Source: an optimization exercise on an open RTL-to-GDS flow (aim: small area, a short achievable clock period and few clock cycles). Production flows keep margins and buffers that such runs may drop.
Where RTL was checked, it was by simulation tests only, not by an equivalence proof against the original.
Power is estimated from default activity; no workload was simulated.

// puf_resp_gen
module puf_resp_gen #(
  parameter int unsigned C_IOSCNUM      = puf_pkg::C_IOSCNUM_DEF,
  parameter int unsigned C_IOSCDWIDTH   = puf_pkg::C_IOSCDWIDTH_DEF,
  parameter int unsigned C_OIDWIDTH     = puf_pkg::C_OIDWIDTH_DEF,
  parameter int unsigned C_MEMDATAWIDTH = puf_pkg::C_MEMDATAWIDTH_DEF,
  parameter int unsigned C_MEMADDRWIDTH = puf_pkg::C_MEMADDRWIDTH_DEF,
  parameter int unsigned C_CHALBASE     = puf_pkg::C_CHALBASE_DEF
) (
  input  logic                      I_sclk,
  input  logic                      I_rst,
  input  logic                      I_cnt_valid,
  input  logic [puf_pkg::C_IDXW-1:0]         I_cnt_idx,
  input  logic [C_IOSCDWIDTH-1:0]   I_cnt_data,
  output logic                      O_cnt_ready,
  input  logic                      I_start,
  output logic                      O_busy,
  output logic [C_MEMADDRWIDTH-1:0] O_mem_addr,
  input  logic [C_MEMDATAWIDTH-1:0] I_mem_data,
  output logic [C_OIDWIDTH-1:0]     O_prim_id,
  output logic                      O_id_valid,
  output logic                      O_err
);
Size: roughly 2800 cells after synthesis, roughly 1300 flip-flops, about 94 I/O pins.
Settings: LEC_CHECK=0, CAP_MARGIN=20, CORE_MARGIN=2, CORE_UTILIZATION=40, SETUP_SLACK_MARGIN=4.0, SLEW_MARGIN=20; clock period 6.5 ns.
run.sh (not shown) runs the stock make flow with config.mk's settings and CLKGATE_MAP_FILE= SYNTH_SCRIPT=/design/flow/synth_recipe.tcl, a recipe that flattens the netlist after the stock synthesis.
Testbench counts at the start, summed over its fixed seeds: cycles 19,008.
Change:
--- a/flow/config.mk
+++ b/flow/config.mk
@@ -8,5 +8,7 @@
 export CAP_MARGIN = 20
 export CORE_MARGIN = 2
-export CORE_UTILIZATION = 40
+export CORE_UTILIZATION = 70
+export CTS_CLUSTER_DIAMETER = 90
+export CTS_CLUSTER_SIZE = 25
 export SETUP_SLACK_MARGIN = 4.0
 export SLEW_MARGIN = 20
=> The changed run finished with capacitance limit, slew limit left. Count of clock-buffer cells in the layout drops by 78. Via count climbs by 4.5%. Total power drops by 20%. Global-route usage climbs by 18 points. Flip-flop and latch count stays the same. Register-to-register slack degrades by 0.80 ns. Synthesized cell count stays the same. Sequential power barely changes.
Change:
--- a/flow/config.mk
+++ b/flow/config.mk
@@ -8,5 +8,5 @@
 export CAP_MARGIN = 20
 export CORE_MARGIN = 2
-export CORE_UTILIZATION = 70
+export CORE_UTILIZATION = 55
 export CTS_CLUSTER_DIAMETER = 90
 export CTS_CLUSTER_SIZE = 25
Result: The changed run completed without violations; worst hold slack got worse by 0.011 ns; sequential cell count stays the same; routed wire length hardly moves.
Change:
--- a/flow/config.mk
+++ b/flow/config.mk
@@ -8,7 +8,5 @@
 export CAP_MARGIN = 20
 export CORE_MARGIN = 2
-export CORE_UTILIZATION = 55
-export CTS_CLUSTER_DIAMETER = 90
-export CTS_CLUSTER_SIZE = 25
-export SETUP_SLACK_MARGIN = 4.0
+export CORE_UTILIZATION = 40
+export SETUP_SLACK_MARGIN = 4.3
 export SLEW_MARGIN = 20
=> Global-route usage shrinks by 7.8 points; worst setup slack got worse by 0.044 ns; core utilization went down by 13 points; maximum frequency shrinks slightly; sequential power is about the same; combinational power goes up by roughly a tenth; flip-flop and latch count stays the same.
Change:
--- a/flow/config.mk
+++ b/flow/config.mk
@@ -9,4 +9,6 @@
 export CORE_MARGIN = 2
 export CORE_UTILIZATION = 40
-export SETUP_SLACK_MARGIN = 4.3
+export CTS_CLUSTER_DIAMETER = 100
+export CTS_CLUSTER_SIZE = 30
+export SETUP_SLACK_MARGIN = 4.0
 export SLEW_MARGIN = 20
- die area does not change
- power is lower by about 20%
- worst setup slack got worse by 0.013 ns
- utilization goes down by 4.6 points

## maple
puf_resp_gen, a different RTL version from the one above (not shown whole).
Size in the first run: roughly 2900 cells after synthesis, about 94 I/O pins, ~49000 um2 of cells after synthesis.
Settings: LEC_CHECK=0, CAP_MARGIN=20, CORE_MARGIN=2, CORE_UTILIZATION=55, CTS_CLUSTER_DIAMETER=90, CTS_CLUSTER_SIZE=25, SETUP_SLACK_MARGIN=3.9, SLEW_MARGIN=20; clock period 6.5 ns.
Testbench counts of maple, summed over its fixed seeds: cycles 19,008.
Setup changes, maple to quartz
- SETUP_SLACK_MARGIN: 3.9 -> 4.0
- CORE_UTILIZATION: 55 -> 50
Notes after the runs:
quartz finished every step from synthesis to the final layout, and the layout passed the timing, DRC and antenna checks.
[compare] base=maple new=quartz: final wirelength higher, final period demand of the worst path lower, number of sequential storage elements roughly the same, share of layout cells above drive strength 1 higher, part of the power in combinational logic higher.
Relative to maple, the max-slew headroom at the worst pin of quartz is higher by 0.42 points.
Setup changes, quartz to lagoon
- changing CORE_UTILIZATION from 50 to 55
- changing SETUP_SLACK_MARGIN from 4.0 to 4.1
lagoon: PASS, flow complete, no timing, DRC or antenna violations. Changes observed in lagoon relative to quartz: die area shrank by about 9%, number of cells upsized or downsized after cts grew by about 13%, final instance area grew by 0.46%, via count normalized by instance count grew by 3.0%. quartz → lagoon: number of nets in the layout went up, overall routed net length neither gained nor lost much, net switching power saw a decrease, worst setup slack before clock tree synthesis saw an increase, first-pass GRT wire length neither gained nor lost much. On worst slew margin relative to its limit, the lower figure sits with lagoon, not quartz. Diff quartz and lagoon: transition time of the tightest slew-check pin higher in lagoon.
Input-level comparison between indigo and lagoon:
- changing SETUP_SLACK_MARGIN from 4.1 to 4.0
- setting PLACE_DENSITY to 0.7 for the first time
## What came out
Fmax: indigo vs lagoon down 2.5%
Worst-case setup slack after placement was lower in the run labelled indigo.
The higher core utilization of lagoon and indigo is in lagoon.
Changes in pepper relative to indigo:
- removing PLACE_DENSITY (formerly 0.7)
Notes after the runs:
- For indigo and pepper, there was not a single run that failed to finish clean.
- Looking only at clock period minus worst slack, and setting everything else aside, the lower value of indigo and pepper goes to pepper.
- Comparing indigo and pepper, combinational cell fraction of total power is lower on indigo.
- Post-route clock period utilization is lower on pepper
- Comparing pepper with indigo, the clock skew came out essentially unchanged.
- Total instance count after detailed placement in pepper vs indigo: up 23
- Cmp indigo and pepper / number of non-clock buffers / lower: indigo
- Compared with indigo, in pepper combinational power about even, critical path depth went down 6, post-CTS setup buffer count increased by 6 relative to the old numbers.
- Looking at wire length of the first global-routing pass, pepper sits about 4% higher than indigo does.

## job 5626
Another version of the RTL of puf_resp_gen (not shown whole).
For scale: about 2700 cells after synthesis, roughly 1400 flip-flops, about 0.049 mm2 of cells after synthesis.
clock: 6.5 ns
lec_check: 0
cap_margin: 20
core_margin: 2
core_utilization: 50
cts_cluster_diameter: 90
cts_cluster_size: 25
setup_slack_margin: 4.1
slew_margin: 20
Testbench counts of job 5626, summed over its fixed seeds: cycles 19,008.
Here is what was changed in the inputs of job 9974 compared with job 5626.
- changing CORE_UTILIZATION from 50 to 55
--- outcome ---
Diff job 5626 -> job 9974: final weighted congestion in routability-driven placement essentially unchanged, final cell count without fillers decreased 3.0%, multi-input logic area essentially unchanged.
On share of total power in the clock network: between job 9974 and job 5626, it ends up higher for job 5626.
Compared with job 5626, job 9974 shows fmax that has gone down by a few percent.
Power: job 9974 draws less than job 5626
Setup changes, job 9974 to job 474
- SETUP_SLACK_MARGIN: 4.1 -> 4.0
- CORE_UTILIZATION: 55 -> 50
### Flow results
- Job 474 vs job 9974, horizontal die dimension went up by about 5%.
- Measured against each other, job 9974 and job 474 differ in global-route wire length before repair, the higher figure coming from job 474.
- Compared with job 9974, in job 474 initial standard-cell utilization of the core shows a reduction of 5.4 points, internal power consumption shows an increase of 1.6%, number of violations reported at the end of detailed-routing iteration 0 shows a reduction of about 2.7%.
- Critical path class = input pin to flip-flop: job 474; critical path class = flip-flop to primary output: job 9974
- Power delta (job 474 − job 9974): unfavourable
- Non-clock buffer contribution to total cell area ended up 0.33 points lower on job 474 than on job 9974.
- When job 474 is set beside job 9974, its final design utilization turns out to be 5.8 points smaller.
- Number of resized instances in the post-cts repair step for job 474 is lower than for job 9974.
- [compare] base=job 9974 new=job 474: fmax now larger, non-clock buffer count now smaller.

## oak
puf_resp_gen, a different RTL version from the one above (not shown whole).
For scale: roughly 1300 flip-flops, roughly 94 I/O pins, about 48000 µm² of cells after synthesis.
export LEC_CHECK = 0
export CAP_MARGIN = 20
export CORE_MARGIN = 2
export CORE_UTILIZATION = 40
export SETUP_SLACK_MARGIN = 3.7
export SLEW_MARGIN = 20
create_clock -name core_clock -period 6.5 [get_ports {I_sclk}]
The flow did not stop early for oak: all stages ran, and the layout cleared the timing, DRC and antenna checks.
Modified inputs, pine compared to oak
# oak
export LEC_CHECK = 0
export CAP_MARGIN = 20
export CORE_MARGIN = 2
export CORE_UTILIZATION = 40
export SETUP_SLACK_MARGIN = 3.7
export SLEW_MARGIN = 20
create_clock -name core_clock -period 6.5 [get_ports {I_sclk}]
# pine
export LEC_CHECK = 0
export CAP_MARGIN = 20
export CORE_MARGIN = 2
export CORE_UTILIZATION = 40
export SLEW_MARGIN = 20
create_clock -name core_clock -period 6.5 [get_ports {I_sclk}]
Results
Compared oak against pine; worst hold slack within noise. NOTE total power oak->pine increased slightly. On routed length per instance, the higher figure sits with pine, not oak. Compare oak and pine | net total in the final layout lower: pine. Wire: pine routes more than oak. Diff oak -> pine: remaining max-slew budget at the tightest pin decreased by 1.9 points relative to the old numbers; setup slack dropped 1.18 ns; share of the cycle needed by the critical path after routing moved up; global-route usage over all layers increased by 0.21 points relative to the old numbers. pine ends up with a shortest period the worst path allows that is 1.18 ns higher than in oak.
Setup changes, pine to birch
# pine
export LEC_CHECK = 0
export CAP_MARGIN = 20
export CORE_MARGIN = 2
export CORE_UTILIZATION = 40
export SLEW_MARGIN = 20
create_clock -name core_clock -period 6.5 [get_ports {I_sclk}]
# birch
export LEC_CHECK = 0
export ABC_CLOCK_PERIOD_IN_PS = 2800
export CAP_MARGIN = 20
export CORE_MARGIN = 2
export CORE_UTILIZATION = 40
export SETUP_SLACK_MARGIN = 3.7
export SLEW_MARGIN = 20
create_clock -name core_clock -period 6.5 [get_ports {I_sclk}]
==> comparison <==
birch: all stages complete, timing, DRC and antenna checks passed. A slowest library cell on the worst path of a21oi_1 is what birch shows, while clkdlybuf4s50_1 belongs to pine. birch against pine: number of antenna diodes fell by 3, wire length on met2 rose by about 0.8%, fraction of the mapped netlist area in adder cells stayed essentially flat, initial antenna violation count rose by 1, register-to-register slack rose by 0.57 ns. Of pine and birch, the run reporting the higher minimum clock period was pine. birch vs pine on final design area excluding fillers: birch is the higher one. I_cnt_idx[0] as the startpoint of the most critical setup path was reported by pine, and u_cnt_regfile.O_rd_data[21] by birch.
No functional check of the RTL was part of any run of this note.

job 5010:
The RTL this note starts from:
==> flow/design.v <==
package puf_pkg;
  localparam int unsigned C_IOSCNUM_DEF      = 48;
  localparam int unsigned C_IOSCDWIDTH_DEF   = 24;
  localparam int unsigned C_OIDWIDTH_DEF     = 24;
  localparam int unsigned C_MEMDATAWIDTH_DEF = 8;
  localparam int unsigned C_MEMADDRWIDTH_DEF = 24;
  localparam int unsigned C_CHALBASE_DEF     = 0;
  localparam int unsigned C_IDXW = $clog2(C_IOSCNUM_DEF);
endpackage
module cnt_regfile #(
  parameter int unsigned N  = puf_pkg::C_IOSCNUM_DEF,
  parameter int unsigned DW = puf_pkg::C_IOSCDWIDTH_DEF,
  parameter int unsigned IW = puf_pkg::C_IDXW
) (
  input  logic                   I_sclk,
  input  logic [(N+7)/8-1:0]     I_wr_hi,    
  input  logic [7:0]             I_wr_lo,
  input  logic [DW-1:0]          I_wr_data,
  input  logic [(N+7)/8-1:0]     I_rd_hi,    
  input  logic [7:0]             I_rd_lo,
  output logic [DW-1:0]          O_rd_data
);
  logic [N-1:0][DW-1:0] cnt_q;
  logic [DW-1:0]        rd;
  for (genvar i = 0; i < N; i++) begin : g_cnt
    always_ff @(posedge I_sclk) begin
      if (I_wr_hi[i / 8] && I_wr_lo[i % 8]) cnt_q[i] <= I_wr_data;
    end
  end
  always_comb begin
    rd = '0;
    for (int i = 0; i < N; i++)
      rd = rd | (cnt_q[i] & {DW{I_rd_hi[i / 8] & I_rd_lo[i % 8]}});
  end
  always_ff @(posedge I_sclk) O_rd_data <= rd;
endmodule
module puf_resp_gen #(
  parameter int unsigned C_IOSCNUM      = puf_pkg::C_IOSCNUM_DEF,
  parameter int unsigned C_IOSCDWIDTH   = puf_pkg::C_IOSCDWIDTH_DEF,
  parameter int unsigned C_OIDWIDTH     = puf_pkg::C_OIDWIDTH_DEF,
  parameter int unsigned C_MEMDATAWIDTH = puf_pkg::C_MEMDATAWIDTH_DEF,
  parameter int unsigned C_MEMADDRWIDTH = puf_pkg::C_MEMADDRWIDTH_DEF,
  parameter int unsigned C_CHALBASE     = puf_pkg::C_CHALBASE_DEF
) (
  input  logic                      I_sclk,
  input  logic                      I_rst,
  input  logic                      I_cnt_valid,
  input  logic [puf_pkg::C_IDXW-1:0]         I_cnt_idx,
  input  logic [C_IOSCDWIDTH-1:0]   I_cnt_data,
  output logic                      O_cnt_ready,
  input  logic                      I_start,
  output logic                      O_busy,
  output logic [C_MEMADDRWIDTH-1:0] O_mem_addr,
  input  logic [C_MEMDATAWIDTH-1:0] I_mem_data,
  output logic [C_OIDWIDTH-1:0]     O_prim_id,
  output logic                      O_id_valid,
  output logic                      O_err
);
  localparam int unsigned IW = puf_pkg::C_IDXW;
  localparam int unsigned CW = $clog2(C_IOSCNUM + 1);
  localparam int unsigned NB = 2 * C_OIDWIDTH;    
  localparam logic [IW-1:0] LAST_A = NB - 1;
  localparam logic [CW-1:0] N_ALL  = C_IOSCNUM;
  localparam logic [CW-1:0] N_ONE  = C_IOSCNUM - 1;
  localparam logic [CW-1:0] N_TWO  = C_IOSCNUM - 2;
  logic          busy_q, id_valid_q, err_q;
  logic          fetch_q, m_v_q, r_v_q, x_v_q;
  logic [IW-1:0] addr_q;
  logic [C_IOSCNUM-1:0] loaded_q;
  logic [CW-1:0]        nld_q;
  logic                 new_q, full, one;
  logic          m_odd_q, r_odd_q, r_bad_q, a_bad_q;
  logic [7:0]    m_hi_q, m_lo_q;
  logic [C_IOSCDWIDTH-1:0] rd_q, a_q;
  logic [C_OIDWIDTH-1:0]   id_q;
  logic idle, run_end, wr_in, wr_oob, wr_new, all_in, start_acc, shift, cmp_bit;
  logic [C_IOSCNUM-1:0] wmask, loaded_d;
  localparam int unsigned NH = (C_IOSCNUM + 7) / 8;
  logic [NH-1:0]           whi_q;
  logic [7:0]              wlo_q;
  logic [C_IOSCDWIDTH-1:0] wdata_q;
  assign idle    = ~(fetch_q | m_v_q | r_v_q | x_v_q);
  assign run_end = r_v_q & ~m_v_q;
  assign wr_in  = I_cnt_valid & idle;
  assign wr_oob = wr_in & ({1'b0, I_cnt_idx} >= C_IOSCNUM);
  always_comb begin
    wmask = '0;
    for (int i = 0; i < C_IOSCNUM; i++) wmask[i] = wr_in & (I_cnt_idx == i);
  end
  assign wr_new = |(wmask & ~loaded_q);
  assign full   = (nld_q == N_ALL) | (nld_q == N_ONE & new_q);
  assign one    = (nld_q == N_ONE & ~new_q) | (nld_q == N_TWO & new_q);
  logic [IW-1:0] miss_idx;
  always_comb begin
    miss_idx = '0;
    for (int i = 0; i < C_IOSCNUM; i++)
      if (!loaded_q[i]) miss_idx = miss_idx | IW'(i);
  end
  assign all_in = full | (one & wr_in & (I_cnt_idx == miss_idx));
  assign start_acc = idle & I_start & all_in;
  assign loaded_d = run_end ? '0 : (loaded_q | wmask);
  assign shift   = r_v_q & r_odd_q;
  assign cmp_bit = ~a_bad_q & ~r_bad_q & (a_q > rd_q);
  cnt_regfile #(
    .N  (C_IOSCNUM),
    .DW (C_IOSCDWIDTH),
    .IW (IW)
  ) u_cnt_regfile (
    .I_sclk    (I_sclk),
    .I_wr_hi   (whi_q),
    .I_wr_lo   (wlo_q),
    .I_wr_data (wdata_q),
    .I_rd_hi   (m_hi_q[NH-1:0]),
    .I_rd_lo   (m_lo_q),
    .O_rd_data (rd_q)
  );
  always_ff @(posedge I_sclk) begin
    for (int j = 0; j < 8; j++) wlo_q[j] <= I_cnt_idx[2:0] == j;
    wdata_q <= I_cnt_data;
    for (int j = 0; j < 8; j++) begin
      m_hi_q[j] <= I_mem_data[5:3] == j;
      m_lo_q[j] <= I_mem_data[2:0] == j;
    end
    m_odd_q <= ~addr_q[0];
    r_odd_q <= m_odd_q;
    r_bad_q <= |m_hi_q[7:NH];
    a_q     <= rd_q;
    a_bad_q <= r_bad_q;
  end
  always_ff @(posedge I_sclk or posedge I_rst) begin
    if (I_rst) begin
      busy_q     <= 1'b0;
      id_valid_q <= 1'b0;
      err_q      <= 1'b0;
      fetch_q    <= 1'b0;
      m_v_q      <= 1'b0;
      r_v_q      <= 1'b0;
      x_v_q      <= 1'b0;
      addr_q     <= '0;
      loaded_q   <= '0;
      nld_q      <= '0;
      new_q      <= 1'b0;
      whi_q      <= '0;
      id_q       <= '0;
    end else begin
      fetch_q    <= start_acc | (fetch_q & (addr_q != '0));
      m_v_q      <= fetch_q;
      r_v_q      <= m_v_q;
      x_v_q      <= r_v_q;
      id_valid_q <= run_end;
      busy_q     <= start_acc | fetch_q | m_v_q | r_v_q;
      loaded_q <= loaded_d;
      nld_q    <= run_end ? '0 : nld_q + CW'(new_q);
      new_q    <= wr_new;
      for (int j = 0; j < NH; j++) whi_q[j] <= wr_in & (I_cnt_idx[5:3] == j);
      if (idle) begin
        if (I_start) err_q <= all_in ? wr_oob : 1'b1;
        else if (wr_oob) err_q <= 1'b1;
      end else if (shift && (a_bad_q || r_bad_q)) begin
        err_q <= 1'b1;
      end
      if (addr_q != '0 && addr_q != LAST_A) addr_q <= addr_q + 1'b1;
      else                                  addr_q <= IW'(start_acc);
      if (shift) id_q <= {cmp_bit, id_q[C_OIDWIDTH-1:1]};
    end
  end
  assign O_cnt_ready = ~busy_q;
  assign O_busy      = busy_q;
  assign O_mem_addr  = C_MEMADDRWIDTH'(addr_q);
  assign O_prim_id   = id_q;
  assign O_id_valid  = id_valid_q;
  assign O_err       = err_q;
endmodule
==> flow/config.mk <==
export PLATFORM = sky130hd
export DESIGN_NAME = puf_resp_gen
export DESIGN_NICKNAME = puf_resp_gen
export VERILOG_FILES = /design/flow/design.v
export SDC_FILE = /design/flow/constraint.sdc
export NUM_CORES = 4
export LEC_CHECK = 0
export CAP_MARGIN = 20
export CORE_MARGIN = 2
export CORE_UTILIZATION = 55
export CTS_CLUSTER_DIAMETER = 90
export CTS_CLUSTER_SIZE = 25
export GPL_ROUTABILITY_DRIVEN = 0
export SETUP_SLACK_MARGIN = 4.0
export SLEW_MARGIN = 20
==> flow/constraint.sdc <==
create_clock -name core_clock -period 6.5 [get_ports {I_sclk}]
set_input_delay 1.3000 -clock core_clock [delete_from_list [all_inputs] [get_ports {I_sclk}]]
set_output_delay 1.3000 -clock core_clock [all_outputs]
set_load 0.01 [all_outputs]
Both conditions hold for job 5010: the flow ran to the end and the final layout passed the timing, DRC and antenna checks.
Testbench counts of job 5010, summed over its fixed seeds: cycles 19,008.
The following lists how job 9784 was set up differently from job 5010:
- changing CTS_CLUSTER_DIAMETER from 90 to 60
- changing CTS_CLUSTER_SIZE from 25 to 16
- removing GPL_ROUTABILITY_DRIVEN (formerly 0)
==> comparison <==
- Job 9784 went all the way through the flow, and no timing, DRC or antenna check failed.
- Comparing job 9784 and job 5010, the higher worst setup slack was measured on job 9784.
- Taking job 5010 as 1.0, job 9784 lands at 1.4 on clock power.
- A start point of the critical path of id_q[23]$_DFFE_PP0P_ is what job 9784 shows, while I_cnt_idx[5] belongs to job 5010.
- Comparing the two runs side by side, job 9784 comes out ahead of job 5010 on post-placement worst setup slack.
Changes in job 8781 relative to job 9784:
- CTS_CLUSTER_SIZE now 25, was 16
- CTS_CLUSTER_DIAMETER now 90, was 60
==> flow/flow/run.sh (new file) <==
#!/bin/bash
# The standard layout (standard.sh: the standard flow's own ORFS flow, from synthesis to
# the final DEF), with the port buffers made sky130_fd_sc_hd__buf_4 instead of
# the cell buffer_ports picks by default. Each port still gets one buffer.
set -euo pipefail
export BUFFER_PORTS_ARGS="-buffer_cell sky130_fd_sc_hd__buf_4"
bash standard.sh > standard.log 2>&1
==> flow/standard.sh (new file) <==
#!/bin/bash
# synth_recipe.tcl (not shown) runs the flow's synth.tcl, then flattens the netlist and writes it again
# the make line also repeats each setting of config.mk as NAME=value (left out here)
make -C /OpenROAD-flow-scripts/flow DESIGN_CONFIG=/design/flow/config.mk WORK_HOME=/design/flow/orfs CLKGATE_MAP_FILE= SYNTH_SCRIPT=/design/flow/synth_recipe.tcl "${@:-finish}"
removed: flow/run.sh
Findings:
Job 8781: total power consumption of the routed design is about 11% lower than what job 9784 reported.
The total of plain and repair buffers excluding clock buffers in job 9784 is 1.3 times that in job 8781.
Diff job 9784 and job 8781: first-pass GRT wire length higher in job 9784
| post-route cell area | job 8781 vs job 9784 | better |
Summary of the comparison: slew at the pin closest to its max-slew limit is higher in job 8781, relative to job 9784.
Delta (job 8781 minus job 9784): number of cells on the critical path climbed 5; maximum fanout count along the critical path climbed 43; area added between synthesis and finish dropped 4.5 points; total vias in the final route dropped 1025.
Edits applied to the flow inputs when going from job 8781 to job 9792:
- changing CTS_CLUSTER_SIZE from 25 to 30
- changing CTS_CLUSTER_DIAMETER from 90 to 100
==> flow/run.sh (new file) <==
#!/bin/bash
# synth_recipe.tcl (not shown) runs the flow's synth.tcl, then flattens the netlist and writes it again
# the make line also repeats each setting of config.mk as NAME=value (left out here)
make -C /OpenROAD-flow-scripts/flow DESIGN_CONFIG=/design/flow/config.mk WORK_HOME=/design/flow/orfs CLKGATE_MAP_FILE= SYNTH_SCRIPT=/design/flow/synth_recipe.tcl finish
removed: flow/flow/run.sh
removed: flow/standard.sh
==> comparison <==
In the flow results for job 9792 and job 8781, the portion of total power attributed to the clock network is smaller on job 9792.
Per the comparison of job 9792 with job 8781, post-placement setup slack fell by 0.69 ns, clock transition at the register clock pins on the worst setup and hold paths after CTS stayed essentially flat.
Per the comparison of job 9792 with job 8781, minimum setup slack in the final design climbed 0.061 ns; met3 global-route usage climbed 0.21 points; via count climbed about 2.3%.
Job 9792 packs its core more tightly than job 8781.
Power: job 9792 draws less than job 8781

[port drivers added, routing unchanged]
No port has a modelled driver above. Below, the same layouts with a new extraction and two added sets of constraints. Step 1 sets driving cells, clkbuf_16 on the clock port and buf_2 on the other inputs (assumed; they add their load-dependent delay and slew). Step 2 adds t to the input delays and takes it off the output delays; t is the mean of the earliest and latest rising clock arrival at the registers after step 1. Input paths then give back, and output paths get back, about the clock's delay inside the block. Three values: no drivers, after step 1, after step 2; two values: the first two.
run	t, ns	setup slack, ns	worst slew at a driven data input, ns	pins driven straight from the clock port
the first run of note 1	0.812	3.828 / 3.756 / 3.155	0.06	1
the second run of note 1	0.748	3.168 / 3.168 / 3.149	0.08	1
the third run of note 1	0.754	3.856 / 3.781 / 3.202	0.05	1
the fourth run of note 1	0.818	3.813 / 3.741 / 3.083	0.06	1
the fifth run of note 1	0.792	3.800 / 3.727 / 3.202	0.06	1
maple	0.753	3.888 / 3.870 / 3.229	0.06	1
quartz	0.805	3.919 / 3.843 / 3.302	0.04	1
lagoon	0.748	3.942 / 3.877 / 3.444	0.05	1
indigo	0.756	3.876 / 3.838 / 3.166	0.06	1
pepper	0.758	3.946 / 3.877 / 3.274	0.05	1
job 5626	0.720	3.989 / 3.917 / 3.498	0.08	1
job 9974	0.774	3.918 / 3.842 / 3.486	0.05	1
job 474	0.720	3.958 / 3.895 / 3.284	0.06	1
oak	0.805	3.676 / 3.676 / 2.994	0.06	1
pine	0.827	2.497 / 2.543 / 1.717	0.05	1
birch	0.805	3.676 / 3.676 / 2.994	0.06	1
job 5010	0.747	3.906 / 3.888 / 3.203	0.05	1
job 9784	0.769	3.934 / 3.863 / 3.258	0.05	1
job 8781	0.759	3.909 / 3.870 / 3.389	0.05	1
job 9792	0.731	3.970 / 3.900 / 3.380	0.05	1
For pine, which loses most, drivers alone change the setup slack by +0.046 ns; drivers and shift together by -0.780 ns.
